Source: an optimization exercise on an open RTL-to-GDS flow (aim: small area and a short achievable clock period). Production flows keep margins and buffers that such runs may drop. In this exercise RTL edits were held to simulation tests only and were not proved equivalent to the original. No activity file was given, so power comes from the tool's default toggle rates.

// wav_riff_header_parser
module wav_riff_header_parser (
    input  logic                             aclk,
    input  logic                             aresetn,
    input  logic                             s_axis_tvalid,
    output logic                             s_axis_tready,
    input  logic [7:0]                       s_axis_tdata,    
    input  logic                             s_axis_tlast,    
    output logic                             m_axis_tvalid,
    input  logic                             m_axis_tready,
    output logic [wavp_pkg::OUT_TDATA_W-1:0] m_axis_tdata,
    output logic                             m_axis_tuser     
);
Size in the first run: about 550 cells after synthesis, roughly 91 flip-flops, about 64 I/O pins, about 4800 um^2 of cells after synthesis.
Settings: LEC_CHECK=0, CAP_MARGIN=20, CORE_MARGIN=2, CORE_UTILIZATION=40, SETUP_SLACK_MARGIN=3.6, SLEW_MARGIN=20; clock period 6.5 ns.
standard.sh (not shown) runs the stock make flow with config.mk's settings and CLKGATE_MAP_FILE= SYNTH_SCRIPT=/design/flow/synth_recipe.tcl, a recipe that flattens the netlist after the stock synthesis.
==> flow/flow/run.sh <==
#!/bin/bash
set -euo pipefail
bash standard.sh BUFFER_PORTS_ARGS="-buffer_cell sky130_fd_sc_hd__buf_1" \
  CTS_ARGS="-sink_clustering_enable -repair_clock_nets -buf_list sky130_fd_sc_hd__clkbuf_8 -sink_clustering_size 32 -sink_clustering_max_diameter 300 -distance_between_buffers 500" \
  finish > standard_flow.log 2>&1
==> next run, changes <==
==> flow/flow/run.sh (replaced) <==
#!/bin/bash
set -euo pipefail
bash standard.sh BUFFER_PORTS_ARGS="-buffer_cell sky130_fd_sc_hd__buf_1" finish > standard_flow.log 2>&1
--- a/flow/config.mk
+++ b/flow/config.mk
@@ -10,3 +10,6 @@
 export CORE_UTILIZATION = 40
-export SETUP_SLACK_MARGIN = 3.6
+export CTS_BUF_LIST = sky130_fd_sc_hd__clkbuf_8
+export GPL_TIMING_DRIVEN = 0
+export SETUP_SLACK_MARGIN = 3.75
 export SLEW_MARGIN = 20
+export TNS_END_PERCENT = 2
=> Worst hold slack hardly moves; sequential share of layout area came out lower by 0.68 points; worst setup slack is worse by 91 ps; core utilization came out higher by 0.89 points; wire length came out higher by a little under a tenth; synthesized area does not change.
==> next run, changes <==
--- a/flow/config.mk
+++ b/flow/config.mk
@@ -10,6 +10,3 @@
 export CORE_UTILIZATION = 40
-export CTS_BUF_LIST = sky130_fd_sc_hd__clkbuf_8
-export GPL_TIMING_DRIVEN = 0
-export SETUP_SLACK_MARGIN = 3.75
+export SETUP_SLACK_MARGIN = 3.6
 export SLEW_MARGIN = 20
-export TNS_END_PERCENT = 2
Die area does not change.
Sequential cell count is unchanged.
Total power went up by about a fifth.
First-iteration DRC count went up by a few percent.
Routed wire length went down by a few percent.
Setup slack improved by 110 ps.
Synthesized area is unchanged.
Global-route usage went down by 1.0 points.
Design area barely changes.
Critical path depth went down by 1.
==> next run, changes <==
--- a/flow/config.mk
+++ b/flow/config.mk
@@ -10,3 +10,4 @@
 export CORE_UTILIZATION = 40
-export SETUP_SLACK_MARGIN = 3.6
+export CTS_BUF_LIST = sky130_fd_sc_hd__clkbuf_8
+export SETUP_SLACK_MARGIN = 3.7
 export SLEW_MARGIN = 20
Die area stays the same.
First-iteration DRC count came out lower by 11%.
Hold slack improves by 14 ps.

---

## job 7340
The RTL this note starts from:
==> flow/design.v <==
package wavp_pkg;
    localparam logic [2:0] ST_PARSING    = 3'd0;
    localparam logic [2:0] ST_OK         = 3'd1;
    localparam logic [2:0] ST_NOT_WAVE   = 3'd2;
    localparam logic [2:0] ST_MISSING    = 3'd3;
    localparam logic [2:0] ST_BAD_FORMAT = 3'd4;
    localparam logic [2:0] ST_TRUNCATED  = 3'd5;
    localparam int OUT_BITS = 8 + 3 + 32;
    localparam int OUT_TDATA_W = ((OUT_BITS + 7) / 8) * 8;
endpackage
module wav_riff_header_parser (
    input  logic                             aclk,
    input  logic                             aresetn,
    input  logic                             s_axis_tvalid,
    output logic                             s_axis_tready,
    input  logic [7:0]                       s_axis_tdata,    
    input  logic                             s_axis_tlast,    
    output logic                             m_axis_tvalid,
    input  logic                             m_axis_tready,
    output logic [wavp_pkg::OUT_TDATA_W-1:0] m_axis_tdata,
    output logic                             m_axis_tuser     
);
    localparam logic [2:0] P_HDR  = 3'd0;
    localparam logic [2:0] P_CHDR = 3'd1;
    localparam logic [2:0] P_FMT  = 3'd2;
    localparam logic [2:0] P_DATA = 3'd3;
    localparam logic [2:0] P_SKIP = 3'd4;
    localparam logic [2:0] P_PAD  = 3'd5;
    localparam logic [2:0] P_DONE = 3'd6;
    localparam logic [2:0] P_ERR  = 3'd7;
    logic [2:0]  ph, ph_n;
    logic [5:0]  pos, pos_n, pos_inc;
    logic [31:0] cnt, cnt_n, borrow;
    logic        f1, f1_n;
    logic        f2, f2_n;
    logic        fgood, fgood_n;   
    logic        sfmt, sfmt_n;
    logic        sdata, sdata_n;
    logic        m_valid_reg;
    logic        m_user_reg;
    logic [7:0]  m_byte_reg;
    logic [2:0]  m_stat_reg;
    logic [31:0] m_dlen_reg;
    logic        accept;
    logic        hdr_done;
    logic        chunk_end;
    logic        dload;
    logic        audio;
    logic [31:0] L;
    logic [7:0]  b;
    logic        m_hdr, m_tf, m_td, m_fmt;
    logic [2:0]  verdict;
    logic        v_notwave, v_trunc, v_fin;
    logic        hdr_last, lzero, cnt_one, pos_39;
    assign hdr_last = pos[3] && pos[1:0] == 2'd3;        
    assign lzero    = (L == 32'd0);
    assign cnt_one  = (cnt == 32'd1);
    assign pos_39   = pos[5] && (pos[4] || pos[3] || pos[2:0] == 3'd7);
    assign s_axis_tready = !m_valid_reg || m_axis_tready;
    assign accept        = s_axis_tvalid && s_axis_tready;
    assign b             = s_axis_tdata;
    assign pos_inc       = pos + 6'd1;
    always_comb begin
        borrow[0] = 1'b1;
        for (int i = 1; i < 32; i++) begin
            borrow[i] = borrow[i-1] && !cnt[i-1];
        end
    end
    assign L             = {b, cnt[31:8]};
    always_comb begin
        case ({pos[3], pos[1:0]})
            3'd0:       m_hdr = (b == 8'h52);   
            3'd1:       m_hdr = (b == 8'h49);   
            3'd2, 3'd3: m_hdr = (b == 8'h46);   
            3'd4:       m_hdr = (b == 8'h57);   
            3'd5:       m_hdr = (b == 8'h41);   
            3'd6:       m_hdr = (b == 8'h56);   
            default:    m_hdr = (b == 8'h45);   
        endcase
        case (pos[1:0])
            2'd0:    begin m_tf = (b == 8'h66); m_td = (b == 8'h64); end
            2'd1:    begin m_tf = (b == 8'h6D); m_td = (b == 8'h61); end
            2'd2:    begin m_tf = (b == 8'h74); m_td = (b == 8'h74); end
            default: begin m_tf = (b == 8'h20); m_td = (b == 8'h61); end
        endcase
        case (pos[3:0])
            4'd0:    m_fmt = (b == 8'h01);
            4'd2:    m_fmt = (b == 8'h02);
            4'd4:    m_fmt = (b == 8'h44);
            4'd5:    m_fmt = (b == 8'hAC);
            4'd14:   m_fmt = (b == 8'h10);
            4'd1, 4'd3, 4'd6, 4'd7, 4'd15: m_fmt = (b == 8'h00);
            default: m_fmt = 1'b1;
        endcase
    end
    always_comb begin
        ph_n      = ph;
        pos_n     = pos;
        f1_n      = f1;
        f2_n      = f2;
        fgood_n   = fgood;
        sfmt_n    = sfmt;
        sdata_n   = sdata;
        hdr_done  = 1'b0;
        chunk_end = 1'b0;
        dload     = 1'b0;
        audio     = 1'b0;
        case (ph)
            P_HDR: begin
                f1_n  = (f1 || pos == 6'd0) && (pos[2] || m_hdr);
                pos_n = pos_inc;
                if (hdr_last) begin
                    ph_n  = f1_n ? P_CHDR : P_ERR;
                    pos_n = '0;
                end
            end
            P_CHDR: begin
                if (!pos[2]) begin
                    f1_n = (f1 || pos[1:0] == 2'd0) && m_tf;
                    f2_n = (f2 || pos[1:0] == 2'd0) && m_td;
                end
                pos_n = pos_inc;
                if (pos[2:0] == 3'd7) begin
                    hdr_done = 1'b1;
                end
            end
            P_FMT: begin
                if (f1 && !pos[5] && !pos[4]) begin
                    fgood_n = (fgood || pos[3:0] == 4'd0) && m_fmt;
                end
                if (f1 && pos == 6'd15) begin
                    sfmt_n = 1'b1;
                end
                if (!(pos[5] && (pos[4] || pos[3]))) begin
                    pos_n = pos_inc;
                end
                if (cnt_one) begin
                    chunk_end = 1'b1;
                end
            end
            P_DATA: begin
                audio = 1'b1;
                if (cnt_one) begin
                    chunk_end = 1'b1;
                end
            end
            P_SKIP: begin
                if (cnt_one) begin
                    chunk_end = 1'b1;
                end
            end
            P_PAD: begin
                ph_n  = P_CHDR;
                pos_n = '0;
            end
            default: ;
        endcase
        if (hdr_done) begin
            pos_n = '0;
            f1_n  = |L[31:4];
            f2_n  = L[0];
            if (f1) begin
                ph_n = P_FMT;
            end else if (f2 && !sdata) begin
                sdata_n = 1'b1;
                dload   = 1'b1;
                ph_n    = P_DATA;
            end else begin
                ph_n = P_SKIP;
            end
            if (lzero) begin
                chunk_end = 1'b1;
            end
        end
        if (chunk_end) begin
            if (sfmt_n && sdata_n) begin
                ph_n = P_DONE;
            end else if (f2_n) begin
                ph_n = P_PAD;
            end else begin
                ph_n = P_CHDR;
            end
            pos_n = '0;
        end
        v_notwave = (ph == P_ERR) || (ph == P_HDR && hdr_last && !f1_n);
        v_trunc   = (ph == P_HDR && !hdr_last) ||
                    (ph == P_CHDR && pos[2:0] == 3'd7 && !lzero && (f1 || (f2 && !sdata))) ||
                    (ph == P_FMT && !(cnt_one || (f1 && pos_39))) ||
                    (ph == P_DATA && !cnt_one);
        v_fin     = (ph == P_DONE) ||
                    (ph == P_CHDR && pos[2:0] == 3'd7 && lzero && !f1 && f2 && !sdata && sfmt) ||
                    (ph == P_FMT && sdata && sfmt_n) ||
                    (ph == P_DATA && sfmt);
        if (v_notwave) begin
            verdict = wavp_pkg::ST_NOT_WAVE;
        end else if (v_trunc) begin
            verdict = wavp_pkg::ST_TRUNCATED;
        end else if (v_fin) begin
            verdict = fgood_n ? wavp_pkg::ST_OK : wavp_pkg::ST_BAD_FORMAT;
        end else begin
            verdict = wavp_pkg::ST_MISSING;
        end
    end
    logic take, keep, take_st, keep_st;
    assign take    = accept;
    assign keep    = !accept;
    assign take_st = accept && aresetn && !s_axis_tlast;   
    assign keep_st = aresetn && !accept;
    assign cnt_n = (accept && ph == P_CHDR) ? L : (cnt ^ ({32{accept}} & borrow));
    always_ff @(posedge aclk) begin
        ph    <= ({3{take_st}} & ph_n)  | ({3{keep_st}} & ph);
        pos   <= ({6{take_st}} & pos_n) | ({6{keep_st}} & pos);
        sfmt  <= (take_st & sfmt_n)     | (keep_st & sfmt);
        sdata <= (take_st & sdata_n)    | (keep_st & sdata);
    end
    always_ff @(posedge aclk) begin
        cnt   <= cnt_n;
        f1    <= (take & f1_n)    | (keep & f1);
        f2    <= (take & f2_n)    | (keep & f2);
        fgood <= (take & fgood_n) | (keep & fgood);
    end
    always_ff @(posedge aclk) begin
        if (!aresetn) begin
            m_valid_reg <= 1'b0;
        end else if (accept) begin
            m_valid_reg <= 1'b1;
        end else if (m_axis_tready) begin
            m_valid_reg <= 1'b0;
        end
    end
    logic take_audio, take_last, take_dlen, keep_dlen;
    assign take_audio = accept && audio;
    assign take_last  = accept && s_axis_tlast;
    assign take_dlen  = accept && dload;
    assign keep_dlen  = !accept || sdata;
    always_ff @(posedge aclk) begin
        m_user_reg <= take_audio | (keep & m_user_reg);
        m_byte_reg <= ({8{take_audio}} & b) | ({8{keep}} & m_byte_reg);
        m_stat_reg <= ({3{take_last}} & verdict) | ({3{keep}} & m_stat_reg);
        m_dlen_reg <= ({32{take_dlen}} & L) | ({32{keep_dlen}} & m_dlen_reg);
    end
    assign m_axis_tvalid = m_valid_reg;
    assign m_axis_tdata  = {{(wavp_pkg::OUT_TDATA_W - wavp_pkg::OUT_BITS){1'b0}},
                            m_dlen_reg, m_stat_reg, m_byte_reg};
    assign m_axis_tuser  = m_user_reg;
endmodule
Settings: LEC_CHECK=0, CAP_MARGIN=20, CORE_MARGIN=2, CORE_UTILIZATION=40, CTS_BUF_LIST=sky130_fd_sc_hd__clkbuf_8, SETUP_SLACK_MARGIN=3.75, SLEW_MARGIN=20, TNS_END_PERCENT=2; clock period 6.5 ns.
==> flow/flow/run.sh <==
#!/bin/bash
set -euo pipefail
RES=$PWD/orfs/results/$FLOW_PLATFORM/wav_riff_header_parser/base
bash standard.sh "$RES/1_2_yosys.v" > synth_standard.log 2>&1
cp "$RES/1_2_yosys.v" "$RES/1_2_yosys_standard.v"
python3 flow/tready.py "$RES/1_2_yosys_standard.v" "$RES/1_2_yosys.v" > tready.log 2>&1
bash standard.sh BUFFER_PORTS_ARGS="-buffer_cell sky130_fd_sc_hd__buf_1" finish > standard_flow.log 2>&1
==> flow/flow/tready.py <==
#!/usr/bin/env python3
"""Give s_axis_tready a driver of its own in a mapped netlist.

s_axis_tready = m_axis_tready | !m_axis_tvalid is a path from an input port
straight to an output port.  After mapping, its gate also drives the logic
that accepts a byte, which slows the port path.  This moves every existing
use of the net onto an internal net and drives the port from a new nand2b
gate (Y = A_N | !B) fed by the two ports.
usage: tready.py IN.v OUT.v
"""
import re
import sys

src = open(sys.argv[1]).read()
OUTS = {"X", "Y", "Q", "Q_N", "COUT", "SUM", "HI", "LO"}
n_drv = 0

def fix_cell(m):
    global n_drv
    body = m.group(0)
    def pin(p):
        global n_drv
        if p.group(1) in OUTS:
            n_drv += 1
        return ".%s(tready_int)" % p.group(1)
    return re.sub(r"\.(\w+)\(s_axis_tready\)", pin, body)

head, sep, rest = src.partition("  wire s_axis_tready;\n")
assert sep, "no s_axis_tready wire"
rest = re.sub(r"  sky130_fd_sc_hd__\w+ \S+ \(.*?\);\n", fix_cell, rest, flags=re.S)
assert n_drv == 1, "expected exactly one driver of s_axis_tready, found %d" % n_drv
cell = ("  sky130_fd_sc_hd__nand2b_1 tready_port (\n"
        "    .A_N(m_axis_tready),\n    .B(m_axis_tvalid),\n    .Y(s_axis_tready)\n  );\n")
i = rest.rindex("endmodule")
out = head + sep + "  wire tready_int;\n" + rest[:i] + cell + rest[i:]
open(sys.argv[2], "w").write(out)
Input-level comparison between job 5881 and job 7340:
- TNS_END_PERCENT no longer set, was 2
- SETUP_SLACK_MARGIN now 3.6, was 3.75
==> flow/flow/run.sh <==
#!/bin/bash
set -euo pipefail
bash standard.sh BUFFER_PORTS_ARGS="-buffer_cell sky130_fd_sc_hd__buf_1" RECOVER_POWER=100 finish > standard_flow.log 2>&1
removed: flow/flow/tready.py
Results
- Job 5881 ran in full, but the layout does not pass; the checks complain about capacitance limit, slew limit.
- Min smallest setup slack after layout across job 5881 and job 7340: job 5881
- Job 5881 ends up with a peak ir drop on the vdd network that is about 22% lower than in job 7340.
- Relative to job 7340, the global-route usage of job 5881 is higher by 0.22 points.
- Job 5881 -> job 7340: area of the die flat
- Compared with job 7340, job 5881 shows a higher wire length of the first global-routing pass.
- Summary: highest clock frequency the design can meet, job 5881 worse than job 7340
Edits applied to the flow inputs when going from job 5881 to job 6253:
- TNS_END_PERCENT: unset -> 2
- ABC_AREA: unset -> 1
- SETUP_SLACK_MARGIN: 3.6 -> 3.75
==> flow/flow/run.sh <==
#!/bin/bash
set -euo pipefail
bash standard.sh BUFFER_PORTS_ARGS="-buffer_cell sky130_fd_sc_hd__buf_1" finish > standard_flow.log 2>&1
==> run notes <==
Job 6253 closes out successfully: all stages finished, all timing, DRC and antenna checks passed.
Taking job 5881 as 1.0, job 6253 lands at 0.917 on global placer's final weighted congestion.
Fmax (higher): job 6253
Going from job 5881 to job 6253, global-route usage shrinks by 0.35 points.
Compared with job 5881, job 6253 shows a initial core utilization that is 0.16 points lower.
Compared with job 5881, in job 6253 design area went up 91 um2, final design utilization went up 1.2 points.
[job 6253] sequential cell area fraction in the yosys report rose 0.49 points relative to job 5881
In the metrics for job 6253 and job 5881, the one carrying the lower final worst setup slack is job 5881.
Edits applied to the flow inputs when going from job 6253 to job 625:
- clearing ABC_AREA, which used to be 1
- clearing TNS_END_PERCENT, which used to be 2
- swapping 3.75 for 3.3 in SETUP_SLACK_MARGIN
--- outcome ---
Route | job 625 vs job 6253 | wire shorter in job 625
Average cell area after synthesis, job 6253 and job 625: larger value in job 625
Going from job 6253 to job 625, clock skew lower; floorplan core area higher; final instance area lower.
On number of clock buffers in the layout, the lower figure sits with job 625, not job 6253.
> inputs changed (job 625 -> job 3880)
- swapping sky130_fd_sc_hd__clkbuf_8 for sky130_fd_sc_hd__clkbuf_4 sky130_fd_sc_hd__clkbuf_8 in CTS_BUF_LIST
- swapping 3.3 for 3.6 in SETUP_SLACK_MARGIN
- putting CTS_CLUSTER_SIZE at 12 where nothing was set
### Flow results
Job 3880 has more setup slack than job 625.
In terms of average vias per placed instance, job 625 and job 3880 differ only marginally.
Switching part of the total essentially unchanged between job 3880 and job 625.
Job 3880 vs. job 625: cell internal power dissipation went up by 0.95%.
Lower number of nets at the end of the flow among job 625 and job 3880: job 625
Diff job 625..job 3880 | number of setup violations in the final report | unchanged
Compare job 625 and job 3880 | detailed route wirelength on metal3 lower: job 625
The run showing the greater design area is job 3880.
The area fraction of clock buffers and clock inverters of job 625 and that of job 3880 are within noise of each other.

==> separate check: timing with driven ports <==
The results above use ideal ports. As a check the final layouts listed here were re-extracted and re-timed, cells and wires unchanged. Step 1: set_driving_cell puts a clkbuf_16 on aclk and a buf_2 on each other input, an assumption about the parent block. Step 2 also shifts input and output timing later by t, the mid clock arrival at the registers, as if the neighbouring blocks saw the same clock. a / b / c = ideal / step 1 / step 2; a / b = the first two.
run | t, ns | slack for setup (ns) | worst hold slack (ns) | slew at the worst register clock pin (ns) | worst data-port slew with drivers (ns)
the first run of note 1 | 0.410 | 3.565 / 3.541 / 3.312 | 0.468 / 0.468 / 0.468 | 0.10 / 0.10 | 0.03
the second run of note 1 | 0.410 | 3.474 / 3.449 / 3.166 | 0.470 / 0.470 / 0.470 | 0.09 / 0.09 | 0.03
the third run of note 1 | 0.385 | 3.584 / 3.559 / 3.294 | 0.458 / 0.458 / 0.458 | 0.07 / 0.07 | 0.03
the fourth run of note 1 | 0.416 | 3.585 / 3.560 / 3.391 | 0.472 / 0.472 / 0.472 | 0.10 / 0.10 | 0.03
job 7340 | 0.412 | 3.561 / 3.538 / 3.313 | 0.473 / 0.473 / 0.473 | 0.10 / 0.10 | 0.04
job 5881 | 0.409 | 2.333 / 2.345 / 1.936 | 0.468 / 0.468 / 0.468 | 0.10 / 0.10 | 0.03
job 6253 | 0.404 | 3.532 / 3.511 / 3.298 | 0.459 / 0.459 / 0.459 | 0.10 / 0.10 | 0.03
job 625 | 0.408 | 3.364 / 3.338 / 3.057 | 0.464 / 0.464 / 0.464 | 0.10 / 0.10 | 0.03
job 3880 | 0.410 | 3.565 / 3.541 / 3.311 | 0.468 / 0.468 / 0.468 | 0.10 / 0.10 | 0.03
The setup slack of job 5881, which loses most, moves by +0.012 ns with the drivers and by -0.397 ns with both steps.
